This is an optimization exercise on Yosys and OpenROAD, whose aim is small area, not a production implementation. The RTL was checked by simulation tests, not by an equivalence proof against the original design. Power and IR drop assume default switching activity.

==> design/flow/design.v <==
package ocr_pkg;
    localparam int DATA_W             = 16;
    localparam int WIN_LOG2           = 4;
    localparam int WIN                = 1 << WIN_LOG2;
    localparam int SQ_W               = 32;
    localparam int ACC_W              = 36;
    localparam int DEFAULT_SAMPLE_DIV = 125000;
    typedef enum logic {
        FILL = 1'b0,
        RUN  = 1'b1
    } ocr_state_t;
endpackage
module ocr_sample_strobe_gen
#(
    parameter int SAMPLE_DIV = ocr_pkg::DEFAULT_SAMPLE_DIV,
    parameter int CNT_W      = $clog2(SAMPLE_DIV)
) (
    input  logic             clk_master,
    input  logic             reset_n,
    output logic             sample_stb,
    output logic [CNT_W-1:0] cnt
);
    localparam logic [CNT_W-1:0] CNT_LAST = CNT_W'(SAMPLE_DIV - 1);
    always_ff @(posedge clk_master or negedge reset_n) begin
        if (!reset_n) begin
            cnt <= '0;
        end else if (cnt == CNT_LAST) begin
            cnt <= '0;
        end else begin
            cnt <= cnt + CNT_W'(1);
        end
    end
    assign sample_stb = (cnt == CNT_LAST);
endmodule
module ocr_sample_window
#(
    parameter int SAMPLE_DIV = ocr_pkg::DEFAULT_SAMPLE_DIV
) (
    input  logic              clk_master,
    input  logic              reset_n,
    input  logic [ocr_pkg::DATA_W-1:0] adc_data_in,
    input  logic [ocr_pkg::DATA_W-1:0] I_p,
    output logic              sample_stb,
    output logic              ms_valid,
    output logic [ocr_pkg::SQ_W-1:0]   ms_out,
    output logic              over_pickup,
    output logic              window_full
    ,
    output logic [ocr_pkg::DATA_W-1:0] peak_out
);
    localparam int DATA_W = ocr_pkg::DATA_W;
    localparam int CNT_W  = $clog2(SAMPLE_DIV);
    localparam int RING   = 17;    
    localparam int ACC_N  = 40;    
    localparam int C_LDNEW  = 0;    
    localparam int C_ROW0   = 1;    
    localparam int C_IP0    = 6;    
    localparam int C_WF     = 40;   
    localparam int C_VALID  = 41;   
    localparam int C_INV0   = 41;   
    localparam int C_PK0    = 51;   
    localparam int C_LDOLD  = 66;   
    localparam int C_SUB0   = 81;   
    localparam int C_PKNEW  = 34;   
    logic [CNT_W-1:0] cnt;
    ocr_sample_strobe_gen #(
        .SAMPLE_DIV (SAMPLE_DIV),
        .CNT_W      (CNT_W)
    ) u_strobe_gen (
        .clk_master (clk_master),
        .reset_n    (reset_n),
        .sample_stb (sample_stb),
        .cnt        (cnt)
    );
    logic [3:0] fc;      
    logic       seen;    
    logic       wf;      
    always_ff @(posedge clk_master or negedge reset_n) begin
        if (!reset_n) begin
            fc   <= '0;
            seen <= 1'b0;
            wf   <= 1'b0;
        end else begin
            if (sample_stb) begin
                fc   <= fc + 4'd1;
                seen <= 1'b1;
            end
            if (cnt == CNT_W'(C_WF) && seen && fc == 4'd0) begin
                wf <= 1'b1;
            end
        end
    end
    assign window_full = wf;
    assign ms_valid    = wf && (cnt == CNT_W'(C_VALID));
    logic [DATA_W-1:0] ring [RING];
    always_ff @(posedge clk_master) begin
        ring[0] <= sample_stb ? adc_data_in : ring[RING-1];
        for (int i = 1; i < RING; i++) begin
            ring[i] <= ring[i-1];
        end
    end
    logic [DATA_W-1:0] xr;
    always_ff @(posedge clk_master) begin
        if (cnt == CNT_W'(C_LDNEW) || cnt == CNT_W'(C_LDOLD)) begin
            xr <= ring[0];
        end
    end
    logic [ACC_N-1:0] acc;
    logic             creg;
    logic             row_new, row_old, row_en, mbit;
    logic             inv, clr;
    logic [16:0]      add_b, add_s;
    logic [17:0]      add_c;
    logic             wrap;
    assign row_new = (cnt >= CNT_W'(C_ROW0)) && (cnt < CNT_W'(C_ROW0 + 16));
    assign row_old = wf && (cnt >= CNT_W'(C_SUB0)) && (cnt < CNT_W'(C_SUB0 + 16));
    assign row_en  = row_new || row_old;
    assign mbit    = xr[4'(cnt[3:0] - 4'd1)];
    assign inv     = wf && (cnt >= CNT_W'(C_INV0)) && (cnt < CNT_W'(C_INV0 + 2 * ACC_N));
    assign clr     = !seen && (cnt >= CNT_W'(C_INV0)) && (cnt < CNT_W'(C_INV0 + ACC_N));
    always_comb begin
        add_b[15:0] = xr & {DATA_W{row_en && mbit}};
        add_b[16]   = creg;
        add_c[0]    = 1'b0;
        for (int i = 0; i < 17; i++) begin
            add_s[i]   = acc[i] ^ add_b[i] ^ add_c[i];
            add_c[i+1] = (acc[i] & add_b[i]) | (acc[i] & add_c[i]) | (add_b[i] & add_c[i]);
        end
    end
    assign wrap = (add_s[0] ^ inv) & ~clr;
    always_ff @(posedge clk_master) begin
        acc[15:0]        <= add_s[16:1];
        acc[ACC_N-2:16]  <= acc[ACC_N-1:17];
        acc[ACC_N-1]     <= wrap;
        creg             <= add_c[17] & ~clr;
    end
    assign ms_out = acc[35:4];
    logic [DATA_W-1:0] rb;
    logic [DATA_W-1:0] rb_b, rb_s;
    logic [DATA_W:0]   rb_c;
    logic              ip_row, ip_bit, gt, gt_upd, gt_in, sum_bit, prod_bit;
    assign ip_row = (cnt >= CNT_W'(C_IP0)) && (cnt < CNT_W'(C_IP0 + 16));
    assign ip_bit = I_p[4'(cnt[3:0] - 4'(C_IP0))];
    always_comb begin
        rb_b    = I_p & {DATA_W{ip_row && ip_bit}};
        rb_c[0] = 1'b0;
        for (int i = 0; i < DATA_W; i++) begin
            rb_s[i]   = rb[i] ^ rb_b[i] ^ rb_c[i];
            rb_c[i+1] = (rb[i] & rb_b[i]) | (rb[i] & rb_c[i]) | (rb_b[i] & rb_c[i]);
        end
    end
    always_ff @(posedge clk_master) begin
        rb <= {rb_c[DATA_W], rb_s[DATA_W-1:1]};
    end
    assign prod_bit = rb_s[0];
    assign sum_bit  = acc[ACC_N-1];
    assign gt_upd   = (cnt >= CNT_W'(C_IP0)) && (cnt < CNT_W'(C_IP0 + 32));
    assign gt_in    = gt && (cnt != CNT_W'(C_IP0));
    always_ff @(posedge clk_master) begin
        if (gt_upd) begin
            gt <= (sum_bit & ~prod_bit) | (~(sum_bit ^ prod_bit) & gt_in);
        end
    end
    assign over_pickup = gt;
    logic pk_en, pk_force;
    assign pk_en    = ((fc == 4'd15) && (cnt >= CNT_W'(C_PK0)) && (cnt < CNT_W'(C_PK0 + 15)))
                   || ((fc == 4'd0) && (cnt == CNT_W'(C_PKNEW)));
    assign pk_force = (cnt == CNT_W'(C_PK0));
    always_ff @(posedge clk_master) begin
        if (pk_en && (pk_force || ring[0] > peak_out)) begin
            peak_out <= ring[0];
        end
    end
endmodule
==> design/flow/run.sh <==
#!/bin/bash
# synth_recipe.tcl (not shown) runs the flow's synth.tcl, then flattens the netlist and writes it again
# the make line also repeats each setting of config.mk as NAME=value (left out here)
make -C /OpenROAD-flow-scripts/flow DESIGN_CONFIG=/design/flow/config.mk WORK_HOME=/design/flow/orfs CLKGATE_MAP_FILE= SYNTH_SCRIPT=/design/flow/synth_recipe.tcl finish
==> design/flow/config.mk <==
export PLATFORM = sky130hd
export DESIGN_NAME = ocr_sample_window
export DESIGN_NICKNAME = ocr_sample_window
export VERILOG_FILES = /design/flow/design.v
export SDC_FILE = /design/flow/constraint.sdc
export NUM_CORES = 4
export LEC_CHECK = 0
export ABC_AREA = 1
export CAP_MARGIN = 20
export CORE_MARGIN = 2
export CORE_UTILIZATION = 60
export CTS_BUF_LIST = sky130_fd_sc_hd__clkbuf_4
export SLEW_MARGIN = 20
==> design/flow/constraint.sdc <==
create_clock -name core_clock -period 10.0 [get_ports {clk_master}]
set_input_delay 2.0000 -clock core_clock [delete_from_list [all_inputs] [get_ports {clk_master}]]
set_output_delay 2.0000 -clock core_clock [all_outputs]
set_load 0.01 [all_outputs]
==> results of run 1 <==
logic make-up after synthesis:
kind of cell	synth area share, %
flip-flops	69.0
AND/OR/NAND/NOR	12.4
buffers and inverters	6.58
AO/OA/AOI/OAI	2.78
adder cells (fa/ha/maj)	8.33
XOR/XNOR	0.890
registers in the layout (all words and copies together), names as in the netlist:
name	count
acc	40
creg	1
fc	4
gt	1
peak_out	16
rb	16
ring	272
seen	1
u_strobe_gen.cnt	17
wf	1
xr	16
metrics by stage:
step / total power [mW] / hold slack, ns / std cells / utilization, %
2_1_floorplan: 1.59 / 0.310 / 954 / -
3_5_place_dp: 1.61 / 0.312 / 1260 / 65.2
5_1_grt: 2.86 / 0.313 / 1417 / 70.9
3_3_place_gp: 1.61 / 0.310 / 1260 / 65.2
4_1_cts: 2.78 / 0.294 / 1416 / 70.9
6_report: 2.74 / 0.299 / 1417 / 70.9
power groups by stage:
stage | combinational [mW] | sequential [mW] | clock (mW)
floorplan | 0.00374 | 1.59 | 0
global placement | 0.0194 | 1.59 | 0
detailed placement | 0.0199 | 1.59 | 0
CTS | 0.0201 | 1.55 | 1.21
global route | 0.0213 | 1.55 | 1.29
finish | 0.0197 | 1.55 | 1.17
routing by layer:
metal	vias to the layer above	part of all wire (%)	GRT usage, %
li1	3271	-	-
met1	3137	44	26.6
met2	164	49	34.5
met3	32	5.0	6.13
met4	0	2.1	9.25
met5	-	0	0
placed cells by master (no fill, tap or decap), drive strengths merged:
cell type,synthesis,layout
diode,0,1
nor3,15,15
clkinvlp,0,1
fa,31,31
nand4,9,9
clkbuf,1,126
o21ai,27,27
clkinv,1,26
nand3,36,36
clkdlybuf4s50,0,84
dfrtp,23,23
nand2,122,122
a21oi,30,30
edfxtp,33,33
a31oi,3,3
inv,109,113
or2,1,1
ha,29,29
nor4,2,2
xor2,11,11
xnor2,1,1
o41ai,1,1
dfxtp,329,329
nor3b,2,2
o21a,1,1
nand3b,2,2
buf,46,4
nor2,88,88
o21bai,1,1
cell type report:
type | instances | area (um2) | area share [%]
antenna | 1 | 2.50 | 0.0182
clock buffer | 126 | 946 | 6.88
clock inverter | 30 | 155 | 1.13
inverter | 110 | 414 | 3.01
multi-input combinational | 412 | 2880 | 21.0
sequential | 385 | 8150 | 59.3
tap | 265 | 332 | 2.41
timing repair buffer | 88 | 868 | 6.31
worst min path at each step:
stage                  from           end  slack (ns)  cells after the start
3_3_place_gp    ring[15][3]   ring[16][3]        0.31                      0
4_1_cts         ring[13][5]   ring[14][5]        0.29                      0
5_1_grt        ring[12][15]  ring[13][15]        0.31                      0
3_5_place_dp    ring[11][0]   ring[12][0]        0.31                      0
6_report        ring[13][5]   ring[14][5]        0.30                      0
2_1_floorplan       acc[36]       acc[35]        0.31                      0
worst register-to-register path, delay by kind of cell, from the launching register on:
kind | cells | cell delay (ns)
adders and majority gates | 18 | 7.03
DFF | 1 | 0.58
buffers and inverters | 5 | 0.63
AOI/OAI and AO/OA | 2 | 0.21
and+or+nand+nor | 5 | 0.64
==> metrics.md, run 1 <==
| Metric | Value |
|---|---|
| Status | complete, no violations |
| Worst R2R End | acc[15] |
| ANT nets after route | 0 |
| Crit path DAT | ~10 ns |
| Cells on worst reg2reg path | 30 |
| Area Growth Syn to Fin | 16.4% |
| Drt initial violations | 266 |
| Crit end category | register |
| Pre-antenna DRT Iters | 7 |
| Remaining DRCs | 0 |
| Most numerous cell in the Yosys netlist | dfxtp_1 |
| Synthesized cell area | ~12000 um2 |
| Slowest cell on crit path | dfrtp_1 |
| Total Wirelength | 20800 um |
| Worst Tran Pin Value | about 0.73 ns |
| Min-delay worst type | register to register |
| CP Capture Point | acc[15] |
| Clk slew on worst S/H paths | 0.08 ns |
| Worst Setup SP | u_strobe_gen.cnt[1] |
| Max_cap viols | 0 |
| Largest net degree at the start of global routing | 40 |
| Row cnt | 51 |
| Filler cells | 1424 |
| Critical Path Source Type | register |
| Internal power | 2.15 mW |
| Die height | 144 um |
| Peak fanout along the critical path | 16 |
| P_leak | 6.06 nW |
| Yosys reg bits | 385 |
| Antenna violations before repair | 1 |
| Final worst-path cycle share | 91.7% |
| Layout Skew | about 0.054 ns |
| Buf/Inv on CP | 5 |
| P_sw | 0.585 mW |
| Gr usage total | 21.2% |
| Core area | slightly below 20000 um2 |
| Grt ovf | 0 |
| Setup ws final | 0.832 ns |
| Mapped Nets | roughly 1000 |
| Most common library cells after synthesis | dfxtp_1, nand2_1, inv_1 |
| Number of flops mapped to enable cells by yosys | 33 |
| Hold_buf cts | 0 |
| Largest stage delay, worst path | 0.58 ns |
| Post-synth ARST share | 5.97% |
| F_max | 109 MHz |
| Pins Over Slew Limit | 0 |
| Clock period minus worst slack | 9.17 ns |
| Register share of total power | 56.7% |
| Final instance area | 13800 um2 |
| Avg WL per Cell | ~15 um |
| CP Class | register to register |
| Hold Violations, Final | 0 |
| Placed instance area | 12700 um2 |
| CP Depth | 30 |
| Initial core utilization | 60.9% |
| Yosys top cell by area | dfxtp_1 |
| Buffers on Ports | 85 |
| WP data required | around 11 ns |
| H-tree Lvls | 3 |
| P per Cell Area | 199 nW/um2 |
| Worst VDD drop | 0.148 mV |
| Synth warn | 3 |
| First-pass GRT wire length | 33600 um |
| RR Startpoint | u_strobe_gen.cnt[1] |
| Setup repair after global routing missed its margin | false |
| Ports | 86 |
| DP HPWL | 14000 um |
| CP most frequent cell | fa_1 |
| Die width | around 140 um |
| Vias in the first global route | 6915 |
| Post-synth top flop | dfxtp_1 |
| Top Family by Delay on Critical Path | adder cells |
| Bufs on Longest Clock Path | 3 |
| Comb pwr share | 0.7% |
| R2R Setup Slk | ~0.83 ns |
| Slew headroom | 51.3% |
| Top cell type's share of synthesized area | 55.8% |
| Seq/Total Area, Yosys | 69.0% |
| Netlist cell types | 41 |
| Root Driver | clkbuf_4 |
| Total number of vias | 6604 |
| Net Sw Frac | between 20% and 30% |
| # setup viols final | 0 |
| Worst skew pair latency | 0.71 ns |
| Ranking of synthesized cells by area | dfxtp_1, edfxtp_1, fa_1 |
| Routability cong. | roughly 0.8 |
| Num Clock Sinks | ~390 |
| Syn Inst Count | 954 |
| Setup Buffers After CTS | 0 |
| Via density | 4.66 |
| Nets | 1180 |
| Clock power frac | 42.6% |
| Share of cells above drive strength 1 | 16.3% |
| Post-cts sizing count | 0 |
| CTS buffer count | 89 |
| Mean post-synth cell area | approximately 12 um2 |
| Worst slack, placed | approximately 0.4 ns |
| DIE AREA | 20800 um2 |
| TritonCTS clock tree | done |
| Fin Setup TNS | 0 ns |
==> run 2: changes to the inputs <==
--- a/design/flow/config.mk
+++ b/design/flow/config.mk
@@ -9,5 +9,4 @@
 export CAP_MARGIN = 20
 export CORE_MARGIN = 2
-export CORE_UTILIZATION = 60
-export CTS_BUF_LIST = sky130_fd_sc_hd__clkbuf_4
+export CORE_UTILIZATION = 40
 export SLEW_MARGIN = 20
==> metrics.md, run 2 <==
| Metric | Value |
|---|---|
| Slew headroom | 37.5% |
| Filler cells | 2606 |
| Post-synthesis xor/xnor area fraction | 0.890% |
| Yosys top cell by area | dfxtp_1 |
| Worst skew pair latency | 0.54 ns |
| Largest net degree at the start of global routing | 40 |
| P_leak | 6.01 nW |
| Final instance area | 14000 um2 |
| Worst VDD drop | 0.186 mV |
| Max FFs per register | 272 |
| Worst R2R End | acc[15] |
| Cells on worst reg2reg path | 30 |
| Simple-gate portion of the synthesized area | roughly an eighth |
| Largest stage delay, worst path | slightly below 0.6 ns |
| Placed instance area | 12800 um2 |
| Ports | 86 |
| Commonest non-fill, non-tap cell in the layout | dfxtp_1 |
| Routability cong. | 0.833 |
| CP Capture Point | acc[15] |
| Netlist cell types | approximately 40 |
| Bufs on Longest Clock Path | 3 |
| Number of flops mapped to enable cells by yosys | 33 |
| Row cnt | 62 |
| Clk slew on worst S/H paths | roughly 0.06 ns |
| Peak fanout along the critical path | 16 |
| Ranking of synthesized cells by area | dfxtp_1, edfxtp_1, fa_1 |
| Most numerous cell in the Yosys netlist | dfxtp_1 |
| P_sw | 0.571 mW |
| Die width | 176 um |
| Hold_buf cts | 0 |
| Buffers on Ports | 85 |
| TritonCTS clock tree | done |
| Total Wirelength | 19500 um |
| Post-synth ARST share | under 10% |
| Final worst-path cycle share | 92.3% |
| Avg WL per Cell | ~14 um |
| Total number of vias | 6182 |
| Slowest cell on crit path | dfrtp_1 |
| DIE AREA | around 30000 um2 |
| Most frequent cells in the layout | dfxtp_1, nand2_1, inv_1, clkdlybuf4s50_1, nor2_1 |
| Nets | ~1100 |
| CP most frequent cell | fa_1 |
| Worst Setup SP | u_strobe_gen.cnt[1] |
| Vias in the first global route | 6181 |
| Setup repair after global routing missed its margin | false |
| Top cell type's share of synthesized area | 55.8% |
| WP data required | ~10 ns |
| ANT nets after route | 0 |
| Fin Setup TNS | 0 ns |
| First-pass GRT wire length | 31600 um |
| Status | complete, no violations |
| Num Clock Sinks | around 390 |
| Share of cells above drive strength 1 | 10.4% |
| Worst Tran Pin Value | 0.935 ns |
| Grt ovf | 0 |
| Internal power | 2.37 mW |
| Remaining DRCs | 0 |
| Biggest register | ring |
| Pins Over Slew Limit | 0 |
| Largest family of logic cells by synthesized area | simple AND/OR/NAND/NOR gates |
| Critical Path Source Type | register |
| Root Driver | clkbuf_16 |
| Pre-antenna DRT Iters | 7 |
| Post-synth top flop | dfxtp_1 |
| Min-delay worst type | register to register |
| Crit path DAT | 9.71 ns |
| Core area | approximately 29000 um2 |
| Gr usage total | between 10% and 20% |
| Largest regs | ring x272, acc x40, u_strobe_gen.cnt x17 |
| CP Class | register to register |
| DP HPWL | around 13000 um |
| Synthesized cell area | roughly 12000 um2 |
| Antenna violations before repair | 0 |
| Post-cts sizing count | 0 |
| Mux share of post-synthesis cell area | 0% |
| Synth warn | 3 |
| Syn Inst Count | around 950 |
| Register share of total power | 52.8% |
| Crit end category | register |
| Most common library cells after synthesis | dfxtp_1, nand2_1, inv_1 |
| Clock power frac | 46.6% |
| Mean post-synth cell area | 12.4 um2 |
| Max_cap viols | 0 |
| Seq/Total Area, Yosys | 69.0% |
| Area Growth Syn to Fin | 18.7% |
| RR Startpoint | u_strobe_gen.cnt[1] |
| Via density | 4.28 |
| Drt initial violations | between 200 and 300 |
| Layout Skew | 0.0269 ns |
| F_max | ~110 MHz |
| CTS buffer count | 37 |
| H-tree Lvls | 2 |
| Setup Buffers After CTS | 0 |
| R2R Setup Slk | 0.77 ns |
| Comb pwr share | 0.7% |
| # setup viols final | 0 |
| Antenna Cells | 0 |
| Hold Violations, Final | 0 |
| Mapped Nets | 1048 |
| Net Sw Frac | between 10% and 20% |
| Die height | between 150 and 200 um |
| Post-synthesis compound-gate area fraction | 2.78% |
| Initial core utilization | 40.9% |
| Yosys reg bits | 385 |
| P per Cell Area | 210 nW/um2 |
| Clock period minus worst slack | roughly 9.2 ns |
| Post-Synth Adder-Cell Area | about 8.3% |
==> run 2: metal layers <==
layer	global-route usage, %	vias to the layer above	share of wire (%)
li1	-	3121	-
met1	17.8	2888	49
met2	20.1	144	43
met3	3.72	29	5.9
met4	4.06	0	1.9
met5	0	-	0
==> run 2: logic make-up (layout without fill, tap and decap cells) <==
logic type | after synthesis | after routing
flip-flops | 385 | 385
AND/OR/NAND/NOR | 277 | 277
AO/OA/AOI/OAI | 63 | 63
buffers and inverters | 157 | 262
adder cells (fa/ha/maj) | 60 | 60
XOR/XNOR | 12 | 12
==> run 2: how the worst min path moves through the flow <==
stage,startpoint,end,cells past startpoint
4_1_cts,ring[10][15],ring[11][15],0
3_3_place_gp,ring[11][14],ring[12][14],0
3_5_place_dp,ring[9][8],ring[10][8],0
5_1_grt,ring[8][15],ring[9][15],0
2_1_floorplan,acc[36],acc[35],0
6_report,ring[8][15],ring[9][15],0
==> run 2: per-stage QoR <==
step | setup WS (ns) | std cells | power [mW] | hold slack (ns) | utilization (%)
after global placement | 0.706 | 1378 | 1.61 | 0.310 | 44.3
after floorplan | 1.39 | 954 | 1.59 | 0.310 | -
after global routing | 0.285 | 1443 | 3.05 | 0.323 | 48.6
final | 0.775 | 1443 | 2.94 | 0.307 | 48.6
after CTS | 0.765 | 1443 | 2.98 | 0.312 | 48.6
after detailed placement | 0.607 | 1378 | 1.61 | 0.312 | 44.3
==> run 2: final cells by class <==
type | instances | area [um2] | area share, %
flip-flops and latches | 385 | 8150 | 58.2
multi-input cells | 412 | 2880 | 20.6
clock buffers | 51 | 1070 | 7.63
repair buffers | 87 | 861 | 6.14
well taps | 384 | 480 | 3.43
inverters | 110 | 414 | 2.95
clock inverters | 14 | 155 | 1.11
==> run 2: worst max-delay path: cells and delay by family, from the launching register on <==
kind | cells | cell delay [ns]
adders and majority gates | 18 | 7.06
buffers and inverters | 5 | 0.65
AOI/OAI and AO/OA | 2 | 0.24
and+or+nand+nor | 5 | 0.63
DFF | 1 | 0.59
==> run 2: power by group through the flow <==
stage               clock network, mW  registers (mW)  logic, mW
finish                           1.37            1.55     0.0197
global route                     1.48            1.55     0.0216
CTS                              1.41            1.55     0.0202
detailed placement                  0            1.59     0.0199
global placement                    0            1.59     0.0198
floorplan                           0            1.59    0.00374
==> run 3: changes to the inputs <==
--- a/design/flow/config.mk
+++ b/design/flow/config.mk
@@ -6,5 +6,4 @@
 export NUM_CORES = 4
 export LEC_CHECK = 0
-export ABC_AREA = 1
 export CAP_MARGIN = 20
 export CORE_MARGIN = 2
==> metrics.md, run 3 <==
| Metric | Value |
|---|---|
| Post-synth top flop | dfxtp_1 |
| Crit end category | register |
| Buffers on Ports | 85 |
| Num Clock Sinks | 385 |
| Slowest cell on crit path | mux4_2 |
| Post-cts sizing count | 0 |
| Most common library cells after synthesis | dfxtp_1, buf_4, edfxtp_1, inv_1, fa_1 |
| DIE AREA | 29400 um2 |
| Worst Tran Pin Value | 0.632 ns |
| Filler cells | 2382 |
| Netlist cell types | 53 |
| Min-delay worst type | register to register |
| Seq/Total Area, Yosys | 72.6% |
| Avg WL per Cell | 14.2 um |
| Bufs on Longest Clock Path | 3 |
| Initial core utilization | 40.5% |
| P_sw | 0.577 mW |
| Setup repair after global routing missed its margin | false |
| Crit path DAT | 9.97 ns |
| P_leak | roughly 5.6 nW |
| Via density | approximately 4.3 |
| Internal power | 2.42 mW |
| Min Hold Slack | 0.318 ns |
| Row cnt | 61 |
| CP Class | primary input to register |
| F_max | 105 MHz |
| Biggest register | ring |
| Buf/Inv on CP | 3 |
| Worst skew pair latency | 0.52 ns |
| # setup viols final | 0 |
| Antenna Cells | 0 |
| Largest stage delay, worst path | 0.50 ns |
| Top Family by Delay on Critical Path | adder cells |
| Layout Skew | ~0.016 ns |
| Post-synth ARST share | 5.97% |
| Final instance area | ~14000 um2 |
| Setup Buffers After CTS | 0 |
| P per Cell Area | 221 nW/um2 |
| WP data required | 10.46 ns |
| Mean post-synth cell area | around 15 um2 |
| Net Sw Frac | 19.2% |
| Total number of vias | roughly 5300 |
| Placed instance area | 12300 um2 |
| Total Wirelength | between 15000 and 20000 um |
| Final worst-path cycle share | 95.1% |
| Max FFs per register | about 270 |
| Clk slew on worst S/H paths | 0.06 ns |
| Pins Over Slew Limit | 0 |
| Largest regs | ring x272, acc x40, u_strobe_gen.cnt x17 |
| Most frequent cells in the layout | dfxtp_1, clkdlybuf4s50_1, clkbuf_16, inv_1, edfxtp_1 |
| CP most frequent cell | fa_1 |
| Grt ovf | 0 |
| Yosys reg bits | 385 |
| Remaining DRCs | 0 |
| Hold_buf cts | 0 |
| Critical Path Source Type | primary input |
| Ranking of synthesized cells by area | dfxtp_1, edfxtp_1, fa_1 |
| Vias in the first global route | 5248 |
| Synth warn | 3 |
| Worst VDD drop | about 0.17 mV |
| Number of flops mapped to enable cells by yosys | 33 |
| Clock power frac | 47.6% |
| H-tree Lvls | 2 |
| Status | complete, no violations |
| TritonCTS clock tree | done |
| ANT nets after route | 0 |
| Gr usage total | 12.4% |
| Hold Violations, Final | 0 |
| Top cell type's share of synthesized area | 58.7% |
| Routability cong. | ~0.77 |
| Die width | 172 um |
| Antenna violations before repair | 0 |
| Share of cells above drive strength 1 | 10.6% |
| Peak fanout along the critical path | 6 |
| Core area | 27700 um2 |
| Largest net degree at the start of global routing | 29 |
| Yosys top cell by area | dfxtp_1 |
| Register share of total power | 51.8% |
| Pre-antenna DRT Iters | 4 |
| Slew headroom | 57.5% |
| Comb pwr share | 0.6% |
| Ports | 86 |
| Area Growth Syn to Fin | 20.9% |
| Nets | just over 900 |
| Critical path, cell by cell | clkdlybuf4s50_1 > mux4_2 > mux4_2 > nand3b_1 > a31oi_1 > and2_1 > ha_1 > fa_1 > fa_1 > fa_1 > fa_1 > fa_1 > fa_1 > fa_1 > fa_1 > fa_1 > fa_1 > fa_1 > fa_1 > fa_1 > fa_1 > inv_1 > fa_1 > inv_1 |
| Syn Inst Count | 738 |
| Fin Setup TNS | 0 ns |
| First-pass GRT wire length | 28200 um |
| Synthesized cell area | 11200 um2 |
| CTS buffer count | 39 |
| Clock period minus worst slack | around 9.5 ns |
| Commonest non-fill, non-tap cell in the layout | dfxtp_1 |
| Die height | 172 um |
| Most numerous cell in the Yosys netlist | dfxtp_1 |
| Drt initial violations | roughly 230 |
| DP HPWL | 11700 um |
| Mapped Nets | 832 |
| Max_cap viols | 0 |
| Root Driver | clkbuf_16 |
## run 3: cell types whose count changed after synthesis, sizes merged, moves of 9 or more
| cell | before | now |
|---|---|---|
| a21oi | 30 | 11 |
| and2 | 0 | 16 |
| buf | 46 | 37 |
| clkbuf | 1 | 10 |
| inv | 109 | 34 |
| mux2 | 0 | 19 |
| nand2 | 122 | 13 |
| nand3 | 36 | 10 |
| nor2 | 88 | 17 |
| nor3b | 2 | 20 |
| o21ai | 27 | 7 |
| xnor2 | 1 | 13 |
## run 3: logic make-up after synthesis
logic type	after synthesis	share of synthesized area, %
compound gates	33	1.84
xor+xnor	21	1.81
fa+ha+maj	60	8.76
buf+inv	81	3.91
flops	385	72.6
mux	34	4.06
simple gates	124	7.03
## run 3: layout make-up
cell class | count | area, um2 | area share [%]
Timing Repair Buffer | 90 | 883 | 6.50
Multi-Input combinational cell | 272 | 2640 | 19.5
Inverter | 34 | 128 | 0.940
Clock buffer | 57 | 1150 | 8.44
Sequential cell | 385 | 8150 | 60.0
Clock inverter | 13 | 154 | 1.13
Tap cell | 378 | 473 | 3.48
## run 3: layer usage
layer	wire [um]	vias to the layer above	GRT usage, %
met2	7540	107	18.7
met4	448	0	4.75
met1	8430	2517	17.1
met5	0	-	0
li1	-	2608	-
met3	1030	36	3.50
## run 3: final timing paths
path | cells past startpoint | slack [ns] | startpoint | endpoint
hold reg to reg | 0 | 0.32 | ring[11][5] | ring[12][5]
max in group asynchronous | 1 | 8.17 | reset_n | seen
hold / removal | 0 | 0.32 | ring[11][5] | ring[12][5]
setup / recovery | 24 | 0.49 | I_p[4] | rb[14]
min in group asynchronous | 1 | 1.47 | reset_n | u_strobe_gen.cnt[5]
setup reg to reg | 26 | 0.88 | u_strobe_gen.cnt[0] | acc[15]
## run 3: power groups by stage
stage / clock network (mW) / registers (mW) / logic, mW
after detailed placement: 0 / 1.59 / 0.0187
after floorplan: 0 / 1.59 / 0.00216
final: 1.43 / 1.55 / 0.0180
after global placement: 0 / 1.59 / 0.0185
after global routing: 1.53 / 1.55 / 0.0196
after CTS: 1.47 / 1.55 / 0.0187
## run 3: stage by stage
stage | instances | utilization, % | total power, mW | worst slack (ns)
after CTS | 1229 | 49.0 | 3.04 | 0.475
after floorplan | 738 | - | 1.59 | 0.663
after global placement | 1159 | 44.3 | 1.61 | 0.0530
after detailed placement | 1159 | 44.3 | 1.61 | -0.0694
final | 1229 | 49.0 | 3.00 | 0.492
after global routing | 1229 | 49.0 | 3.11 | 0.227

what the ideal ports hide:
How much do the figures lean on ideal ports? The routed layouts below were timed once more, with nothing changed but the port constraints.
Step 1: set_driving_cell puts a clkbuf_16 on clk_master and a buf_2 on each other input, an assumption about the parent block.
Step 2 moves the port delays by t, midway between the first and last clock arrival at a register: inputs arrive t later, outputs are due t later. That takes back most of the time a late clock gives input paths.
Slacks: no drivers / after step 1 / after step 2; pairs: no drivers / after step 1.
run	t, ns	setup WS [ns]	clock arrival spread, ns	worst data-port slew with drivers (ns)
run 1	0.722	0.832 / 0.832 / 0.386	0.061 / 0.061	0.05
run 2	0.570	0.775 / 0.775 / 0.615	0.027 / 0.027	0.06
run 3	0.558	0.492 / 0.516 / -0.043	0.017 / 0.017	0.04
With both steps, setup timing fails in run 3, where it was met with ideal ports. For run 3, which loses most, drivers alone change the setup slack by +0.024 ns; drivers and shift together by -0.535 ns.
